Context: an optimization exercise on an open-source flow, tuned for small area and a short achievable clock period. The choices shown serve that exercise and are no tape-out recipe. RTL that was checked went through simulation tests only; none was proved equivalent to the original. Power and IR drop assume default switching activity.

==> flow/design.v <==
package icmp_pkg;
    localparam int RING_LEN = 256 + 4;
    localparam int TAP_STEP = 8;
    function automatic logic [8:0] add8(input logic [7:0] a, input logic [7:0] b,
                                        input logic ci);
        logic [7:0] g, p, gg, pp, gn, pn;
        g  = a & b;
        p  = a ^ b;
        gg = g;
        pp = p;
        gg[0] = g[0] | (p[0] & ci);
        for (int d = 1; d < 8; d = d * 2)
        begin
            gn = gg;
            pn = pp;
            for (int i = d; i < 8; i++)
            begin
                gn[i] = gg[i] | (pp[i] & gg[i-d]);
                pn[i] = pp[i] & pp[i-d];
            end
            gg = gn;
            pp = pn;
        end
        add8 = {gg[7], p ^ {gg[6:0], ci}};
    endfunction
endpackage
`timescale 1ns/1ns
module icmp_payload_ram
(
    input  logic       clk,
    input  logic       wr_en,
    input  logic [7:0] wr_data,
    input  logic [4:0] rd_pos_h,
    input  logic [7:0] rd_pos_l,
    input  logic [2:0] rd_pos_b,
    output logic [7:0] rd_data
);
    localparam int N  = icmp_pkg::RING_LEN;
    localparam int S  = icmp_pkg::TAP_STEP;
    localparam int NG = (N + S - 1) / S;
    logic [7:0] ring [N];
    logic [7:0] grp;
    logic [7:0] dly  [1:S];
    always_ff @(posedge clk)
    begin
        ring[0] <= wr_en ? wr_data : ring[N-1];
        for (int i = 1; i < N; i++)
            ring[i] <= ring[i-1];
    end
    always_comb
    begin
        grp = '0;
        for (int g = 0; g < NG; g++)
            grp = grp | ({8{rd_pos_h[g/8] && rd_pos_l[g%8]}} & ring[g*S]);
    end
    always_ff @(posedge clk)
    begin
        dly[1] <= grp;
        for (int k = 2; k <= S; k++)
            dly[k] <= dly[k-1];
    end
    always_comb
    begin
        rd_data = '0;
        for (int k = 1; k <= S; k++)
            rd_data = rd_data | ({8{rd_pos_b == 3'(k-1)}} & dly[k]);
    end
endmodule
`timescale 1ns/1ns
module icmp_echo_top #(
    parameter int unsigned tx_timeout = 1023
)
(
    input  logic        clk,
    input  logic        rstn,
    input  logic        rx_req,
    input  logic [15:0] rx_len,
    input  logic [7:0]  rx_data,
    input  logic        rx_error,
    input  logic        ip_tx_ack,
    input  logic        data_req,
    input  logic        mac_send_end,
    output logic        tx_req,
    output logic        tx_ready,
    output logic [7:0]  tx_data,
    output logic        tx_end
);
    logic s_idle;      
    logic s_recv;      
    logic s_pad;       
    logic s_f1;
    logic s_f2;
    logic s_ver;       
    logic s_start;     
    logic s_wack;      
    logic s_ready;     
    logic s_send;      
    logic s_wend;      
    logic s_done;      
    logic [9:0]  cnt;        
    logic        cnt0;       
    logic        cnt_run;
    logic        last;       
    logic [8:0]  len_m2;     
    logic        len_ok;
    logic        bad;
    logic        tmo;
    logic        chk_ok;
    logic [7:0]  code;
    logic [7:0]  rx_q;       
    logic        v_chk;      
    logic        v_rep;      
    logic [7:0]  x_chk, x_rep;
    logic [7:0]  chk_p, chk_q;
    logic        chk_c;
    logic [7:0]  rep_p, rep_q;
    logic        rep_c;
    logic [8:0]  chk_s, rep_s;
    logic        rep_step;
    logic [4:0]  pos_h;      
    logic [7:0]  pos_l;      
    logic [2:0]  pos_b;      
    logic [7:0]  rd_data;
    logic [7:0]  next_byte;
    assign tx_req   = s_wack;
    assign tx_ready = s_ready;
    assign len_ok  = (rx_len[15:9] == 7'd0) &&
                     (rx_len[8] ? (rx_len[7:0] <= 8'd8) : (rx_len[7:3] != 5'd0));
    assign bad     = rx_error || (cnt0 && rx_data != 8'd8);
    assign tmo     = (cnt == 10'(tx_timeout));
    assign chk_ok  = !chk_c && (chk_p == 8'hff) && (chk_q == 8'hff);
    assign cnt_run = s_recv || s_send || (s_ready && !data_req);
    always_ff @(posedge clk)
    begin
        if (!rstn)
        begin
            s_idle  <= 1'b1;
            s_recv  <= 1'b0;
            s_pad   <= 1'b0;
            s_f1    <= 1'b0;
            s_f2    <= 1'b0;
            s_ver   <= 1'b0;
            s_start <= 1'b0;
            s_wack  <= 1'b0;
            s_ready <= 1'b0;
            s_send  <= 1'b0;
            s_wend  <= 1'b0;
            s_done  <= 1'b0;
            tx_data <= 8'h00;
            tx_end  <= 1'b0;
        end
        else
        begin
            s_idle  <= (s_idle && !(rx_req && len_ok)) || (s_recv && bad) ||
                       (s_ver && !chk_ok) || s_done;
            s_recv  <= (s_idle && rx_req && len_ok) || (s_recv && !bad && !last);
            s_pad   <= s_recv && !bad && last;
            s_f1    <= s_pad;
            s_f2    <= s_f1;
            s_ver   <= s_f2;
            s_start <= s_ver && chk_ok;
            s_wack  <= s_start || (s_wack && !ip_tx_ack);
            s_ready <= (s_wack && ip_tx_ack) || (s_ready && !data_req && !tmo);
            s_send  <= (s_ready && data_req) || (s_send && !last);
            s_wend  <= (s_send && last) || (s_wend && !mac_send_end);
            s_done  <= (s_ready && !data_req && tmo) || (s_wend && mac_send_end);
            tx_data <= s_send ? next_byte : 8'h00;
            tx_end  <= s_send && last;
        end
    end
    always_ff @(posedge clk)
    begin
        cnt  <= cnt_run ? cnt + 10'd1 : 10'd0;
        cnt0 <= !cnt_run || (cnt == 10'h3ff);
        last <= cnt_run && (cnt == {1'b0, len_m2});
        if (s_idle)
            len_m2 <= rx_len[8:0] - 9'd2;
    end
    always_ff @(posedge clk)
    begin
        if (s_recv)
        begin
            case (cnt)
                10'd1:   code <= rx_data;
                default: ;
            endcase
        end
    end
    always_ff @(posedge clk)
    begin
        rx_q  <= rx_data;
        v_chk <= s_recv;
        v_rep <= s_recv && !(cnt0 || cnt == 10'd2 || cnt == 10'd3);
    end
    assign x_chk = v_chk ? rx_q : 8'h00;
    assign x_rep = v_rep ? rx_q : 8'h00;
    assign chk_s = icmp_pkg::add8(chk_p, x_chk, chk_c);
    assign rep_s = icmp_pkg::add8(rep_p, x_rep, rep_c);
    assign rep_step = s_recv || s_pad || s_f1 || s_f2 || s_ver || (s_start && !len_m2[0]);
    always_ff @(posedge clk)
    begin
        if (s_idle)
        begin
            chk_p <= '0;
            chk_q <= '0;
            chk_c <= 1'b0;
            rep_p <= '0;
            rep_q <= '0;
            rep_c <= 1'b0;
        end
        else
        begin
            chk_p <= chk_q;
            chk_q <= chk_s[7:0];
            chk_c <= chk_s[8];
            if (rep_step)
            begin
                rep_p <= rep_q;
                rep_q <= rep_s[7:0];
                rep_c <= rep_s[8];
            end
        end
    end
    always_ff @(posedge clk)
    begin
        if (s_idle)
        begin
            pos_h <= 5'b01000;
            pos_l <= 8'b10000000;
            pos_b <= 3'd7;
        end
        else if (!(s_send && cnt >= 10'd3))
        begin
            if (pos_h[4] && pos_l[0] && pos_b == 3'd3)
            begin
                pos_h <= 5'b00001;
                pos_l <= 8'b00000001;
                pos_b <= 3'd0;
            end
            else
            begin
                pos_b <= pos_b + 3'd1;
                if (pos_b == 3'd7)
                begin
                    pos_l <= {pos_l[6:0], pos_l[7]};
                    if (pos_l[7])
                        pos_h <= {pos_h[3:0], pos_h[4]};
                end
            end
        end
    end
    icmp_payload_ram u_ram (
        .clk     (clk),
        .wr_en   (s_recv),
        .wr_data (rx_data),
        .rd_pos_h    (pos_h),
        .rd_pos_l    (pos_l),
        .rd_pos_b    (pos_b),
        .rd_data (rd_data)
    );
    always_comb
    begin
        case (cnt)
            10'd0:   next_byte = 8'd0;
            10'd1:   next_byte = code;
            10'd2:   next_byte = ~rep_p;
            10'd3:   next_byte = ~rep_q;
            default: next_byte = rd_data;    
        endcase
    end
endmodule
make LEC_CHECK=0 CAP_MARGIN=20 CORE_MARGIN=2 CORE_UTILIZATION=40 CTS_CLUSTER_DIAMETER=100 CTS_CLUSTER_SIZE=30 SETUP_SLACK_MARGIN=3.7 SLEW_MARGIN=20 finish   # period 6.0 ns
run.sh (not shown) runs the stock make flow with config.mk's settings and CLKGATE_MAP_FILE= SYNTH_SCRIPT=/design/flow/synth_recipe.tcl, a recipe that flattens the netlist after the stock synthesis.
Rerun with:
Settings changed: CTS_CLUSTER_SIZE 30 to 28, SETUP_SLACK_MARGIN 3.7 to 3.75.
Global-route usage is about the same.
Non-clock buffer count came out higher by 1.
Total power grows by 0.53%.
Core utilization climbs by 0.13 points.
Fmax is about the same.
Wire length goes up by 0.47%.
Area after synthesis is unchanged.
Hold slack gains 0.0099 ns.
Final area stays flat.
Setup slack improved by 0.0068 ns.
Rerun with:
Settings changed: SETUP_SLACK_MARGIN 3.75 to 3.7.
Effect: The changed run finished clean. Die area stays the same. Flip-flop and latch count is unchanged. Critical path depth is unchanged. Synthesized cell count is unchanged. Clock skew goes up by 0.0033 ns. Register-to-register slack loses 0.10 ns. Cell area hardly moves. Via count goes down by 0.42%. Setup slack loses 0.0066 ns. Count of clock-buffer cells in the layout goes up by 2. Final cell count is about the same.
Rerun with:
Settings changed: PLACE_DENSITY set to 0.65.
Effect:
- clock-buffer cell count went up by 2
- first-iteration DRC count went up by a few percent
- wire length went up slightly
- worst setup slack degrades by 0.0081 ns
- via count went up slightly

icmp_echo_top, a different RTL version from the one above (not shown whole).
For scale: roughly 3000 cells after synthesis, about 50000 µm² of cells after synthesis.
Settings: LEC_CHECK=0, CAP_MARGIN=20, CORE_MARGIN=2, CORE_UTILIZATION=50, CTS_CLUSTER_DIAMETER=100, CTS_CLUSTER_SIZE=28, PLACE_DENSITY=0.7, SETUP_SLACK_MARGIN=3.75, SLEW_MARGIN=20; clock period 6.0 ns.
Then changed:
Settings changed: CORE_UTILIZATION 50 to 40, CTS_CLUSTER_SIZE 28 to 25, PLACE_DENSITY 0.7 to default, SETUP_SLACK_MARGIN 3.75 to 3.7.
Outcome: The new run ran to the end with no violations; power climbs slightly; non-clock buffer count climbs by 3; area after synthesis stays the same; sequential share of layout area drops by 1.1 points; global-route usage drops by 2.5 points; clock-buffer cell count climbs by 10; setup slack gets better by 0.022 ns.

## job 101
Another version of the RTL of icmp_echo_top (not shown whole).
Size in the first run: ~3,100 cells after synthesis, roughly 2,200 flip-flops, ~42 I/O pins, ~51,000 µm² of cells after synthesis.
==> flow/design.v (excerpt) <==
module icmp_echo_top #(
    parameter int unsigned tx_timeout = 1023
)
(
    input  logic        clk,
    input  logic        rstn,
    input  logic        rx_req,
    input  logic [15:0] rx_len,
    input  logic [7:0]  rx_data,
    input  logic        rx_error,
    input  logic        ip_tx_ack,
    input  logic        data_req,
    input  logic        mac_send_end,
    output logic        tx_req,
    output logic        tx_ready,
    output logic [7:0]  tx_data,
    output logic        tx_end
);
export LEC_CHECK = 0
export CAP_MARGIN = 20
export CORE_MARGIN = 2
export CORE_UTILIZATION = 40
export SLEW_MARGIN = 20
create_clock -name core_clock -period 6.0 [get_ports {clk}]
--- input diff job 101..job 104 ---
- putting SETUP_SLACK_MARGIN at 3.2 where nothing was set
- putting CTS_BUF_LIST at sky130_fd_sc_hd__clkbuf_4 sky130_fd_sc_hd__clkbuf_8 where nothing was set
- Job 101 has a higher per-cell routed wire length than job 104.
- Routed wire length: job 104 and job 101 compared, higher one is job 104
- Diff job 104 and job 101: number of standard cells in the layout, taps in and fillers out higher in job 104
- Job 104 and job 101 ended up with nearly the same initial antenna violation count.
- Latest clock arrival within the worst-skew pair in job 104 is 0.12 ns above job 101.
- Job 104 vs job 101 — clock share of power rose 0.4 points.
No functional check of the RTL was part of any run of this note.

run A:
icmp_echo_top, a different RTL version from the one above (not shown whole).
Size in the first run: about 2900 cells after synthesis.
==> flow/config.mk <==
export PLATFORM = sky130hd
export DESIGN_NAME = icmp_echo_top
export DESIGN_NICKNAME = icmp_echo_top
export VERILOG_FILES = /design/flow/design.v
export SDC_FILE = /design/flow/constraint.sdc
export NUM_CORES = 4
export LEC_CHECK = 0
export CAP_MARGIN = 20
export CORE_MARGIN = 2
export CORE_UTILIZATION = 60
export CTS_CLUSTER_DIAMETER = 100
export CTS_CLUSTER_SIZE = 30
export PLACE_DENSITY = 0.75
export SETUP_SLACK_MARGIN = 3.6
export SLEW_MARGIN = 20
==> flow/constraint.sdc <==
create_clock -name core_clock -period 6.0 [get_ports {clk}]
set_input_delay 1.2000 -clock core_clock [delete_from_list [all_inputs] [get_ports {clk}]]
set_output_delay 1.2000 -clock core_clock [all_outputs]
set_load 0.01 [all_outputs]
## Diff of input files: run B against run A
# run A
export LEC_CHECK = 0
export CAP_MARGIN = 20
export CORE_MARGIN = 2
export CORE_UTILIZATION = 60
export CTS_CLUSTER_DIAMETER = 100
export CTS_CLUSTER_SIZE = 30
export PLACE_DENSITY = 0.75
export SETUP_SLACK_MARGIN = 3.6
export SLEW_MARGIN = 20
create_clock -name core_clock -period 6.0 [get_ports {clk}]
# run B
export LEC_CHECK = 0
export CAP_MARGIN = 20
export CORE_MARGIN = 2
export CORE_UTILIZATION = 40
export CTS_CLUSTER_DIAMETER = 100
export CTS_CLUSTER_SIZE = 25
export SETUP_SLACK_MARGIN = 3.8
export SLEW_MARGIN = 20
create_clock -name core_clock -period 6.0 [get_ports {clk}]
Findings:
- Run B ended up with a higher clock power than run A did.
- The design area of run B is higher than that of run A.
- Diff run B and run A: number of buffers added for setup after CTS lower in run B
- Between run A and run B, the flow reports filler cell count in the final layout increasing by more than 100%.
- Run B vs run A — switching share of total power dropped 0.39 points.
### run B -> run C
# run B
export LEC_CHECK = 0
export CAP_MARGIN = 20
export CORE_MARGIN = 2
export CORE_UTILIZATION = 40
export CTS_CLUSTER_DIAMETER = 100
export CTS_CLUSTER_SIZE = 25
export SETUP_SLACK_MARGIN = 3.8
export SLEW_MARGIN = 20
create_clock -name core_clock -period 6.0 [get_ports {clk}]
# run C
export LEC_CHECK = 0
export CAP_MARGIN = 20
export CORE_MARGIN = 2
export CORE_UTILIZATION = 65
export CTS_CLUSTER_DIAMETER = 100
export CTS_CLUSTER_SIZE = 30
export PLACE_DENSITY = 0.8
export SETUP_SLACK_MARGIN = 3.3
export SLEW_MARGIN = 20
create_clock -name core_clock -period 6.0 [get_ports {clk}]
==> comparison <==
Initial core utilization was lower in the run labelled run B. Taking run B as the reference, in run C buffer count from post-CTS setup fixing has decreased; number of nets in the finished design moved down; leakage power figure moved down; number of pins with negative max-slew slack in the final report level; initial antenna violation count now sits higher. On floorplan die area, run B loses to run C. Compared to run B, run C has proportion of cell area occupied by registers 2.8 points higher. Summary — layout overhead on the synthesized area, run C relative to run B: lower, by 3.8 points.
Modified inputs, run D compared to run C
# run C
export LEC_CHECK = 0
export CAP_MARGIN = 20
export CORE_MARGIN = 2
export CORE_UTILIZATION = 65
export CTS_CLUSTER_DIAMETER = 100
export CTS_CLUSTER_SIZE = 30
export PLACE_DENSITY = 0.8
export SETUP_SLACK_MARGIN = 3.3
export SLEW_MARGIN = 20
create_clock -name core_clock -period 6.0 [get_ports {clk}]
# run D
export LEC_CHECK = 0
export CAP_MARGIN = 20
export CORE_MARGIN = 2
export CORE_UTILIZATION = 40
export CTS_CLUSTER_DIAMETER = 100
export CTS_CLUSTER_SIZE = 25
export SETUP_SLACK_MARGIN = 3.3
export SLEW_MARGIN = 20
create_clock -name core_clock -period 6.0 [get_ports {clk}]
## What came out
The higher data required time of the worst path of run C and run D is in run D. Between run D and run C, it is run D whose placed wire-length estimate after detailed placement is lower, by 2000 um. Run D: met2 track demand over resource in global routing is 21 points lower than what run C reported. Clock latency at the later pin of the worst-skew pair of run C is on par with run D. When run D is measured against run C, its switching power as a share of total power turns out 0.38 points lower. Cell area after layout: run C and run D compared, lower one is run C.

## job 5485
Another version of the RTL of icmp_echo_top (not shown whole).
Size: ~2300 flip-flops.
Settings: LEC_CHECK=0, ABC_AREA=1, CAP_MARGIN=20, CORE_MARGIN=2, CORE_UTILIZATION=40, CTS_CLUSTER_DIAMETER=100, CTS_CLUSTER_SIZE=28, SETUP_SLACK_MARGIN=3.7, SLEW_MARGIN=20; clock period 6.0 ns.
Job 5485 | status: complete | timing, DRC, antenna: pass
> inputs changed (job 5485 -> job 1907)
Settings: ABC_AREA: 1 -> unset.
## What came out
Re clock-cell share of area: job 5485 and job 1907 aren't equal, and the lower value belongs to job 1907. Job 5485 has lower arrival time of the worst setup path than job 1907. Job 5485 ended up with more cell instances than job 1907 did.
No functional check of the RTL was part of any run of this note.

[static timing again, ports no longer ideal]
In the flow no input, the clock included, has a driving cell. The finished layouts below were timed again as built, in two steps. Step 1 assumes that a clkbuf_16 drives the clock port and a buf_2 every other input. Step 2 moves the port delays by t, midway between the first and last clock arrival at a register: inputs arrive t later, outputs are due t later. That takes back most of the time a late clock gives input paths. a / b / c = ideal / step 1 / step 2; a / b = the first two.
| run | t (ns) | setup WS [ns] | clock arrival spread, ns | slew at the worst register clock pin (ns) | worst slew at a driven data input, ns |
|---|---|---|---|---|---|
| the first run of note 1 | 0.734 | 3.655 / 3.591 / 3.060 | 0.043 / 0.043 | 0.12 / 0.12 | 0.09 |
| the second run of note 1 | 0.734 | 3.662 / 3.595 / 3.079 | 0.029 / 0.029 | 0.11 / 0.11 | 0.08 |
| the third run of note 1 | 0.735 | 3.655 / 3.592 / 3.037 | 0.035 / 0.034 | 0.11 / 0.11 | 0.08 |
| the fourth run of note 1 | 0.739 | 3.647 / 3.585 / 2.997 | 0.040 / 0.040 | 0.11 / 0.11 | 0.21 |
| the first run of note 2 | 0.737 | 3.645 / 3.582 / 3.191 | 0.047 / 0.046 | 0.11 / 0.11 | 0.04 |
| the second run of note 2 | 0.745 | 3.667 / 3.595 / 3.063 | 0.038 / 0.038 | 0.10 / 0.10 | 0.04 |
| job 101 | 0.851 | 2.297 / 2.297 / 2.268 | 0.064 / 0.065 | 0.07 / 0.07 | 0.04 |
| job 104 | 0.953 | 3.163 / 3.163 / 2.366 | 0.094 / 0.094 | 0.07 / 0.07 | 0.04 |
| run A | 0.731 | 3.602 / 3.578 / 2.894 | 0.043 / 0.042 | 0.12 / 0.12 | 0.04 |
| run B | 0.765 | 3.573 / 3.582 / 2.832 | 0.040 / 0.040 | 0.10 / 0.10 | 0.07 |
| run C | 0.728 | 3.256 / 3.256 / 2.687 | 0.040 / 0.040 | 0.12 / 0.12 | 0.04 |
| run D | 0.755 | 3.373 / 3.374 / 2.665 | 0.042 / 0.042 | 0.10 / 0.10 | 0.05 |
| job 5485 | 0.739 | 3.645 / 3.582 / 3.120 | 0.048 / 0.048 | 0.11 / 0.11 | 0.06 |
| job 1907 | 0.730 | 3.660 / 3.609 / 2.974 | 0.027 / 0.027 | 0.12 / 0.12 | 0.07 |
After both steps setup and hold are still met in every run listed. For job 104, which loses most, drivers alone change the setup slack by 0.000 ns; drivers and shift together by -0.797 ns.
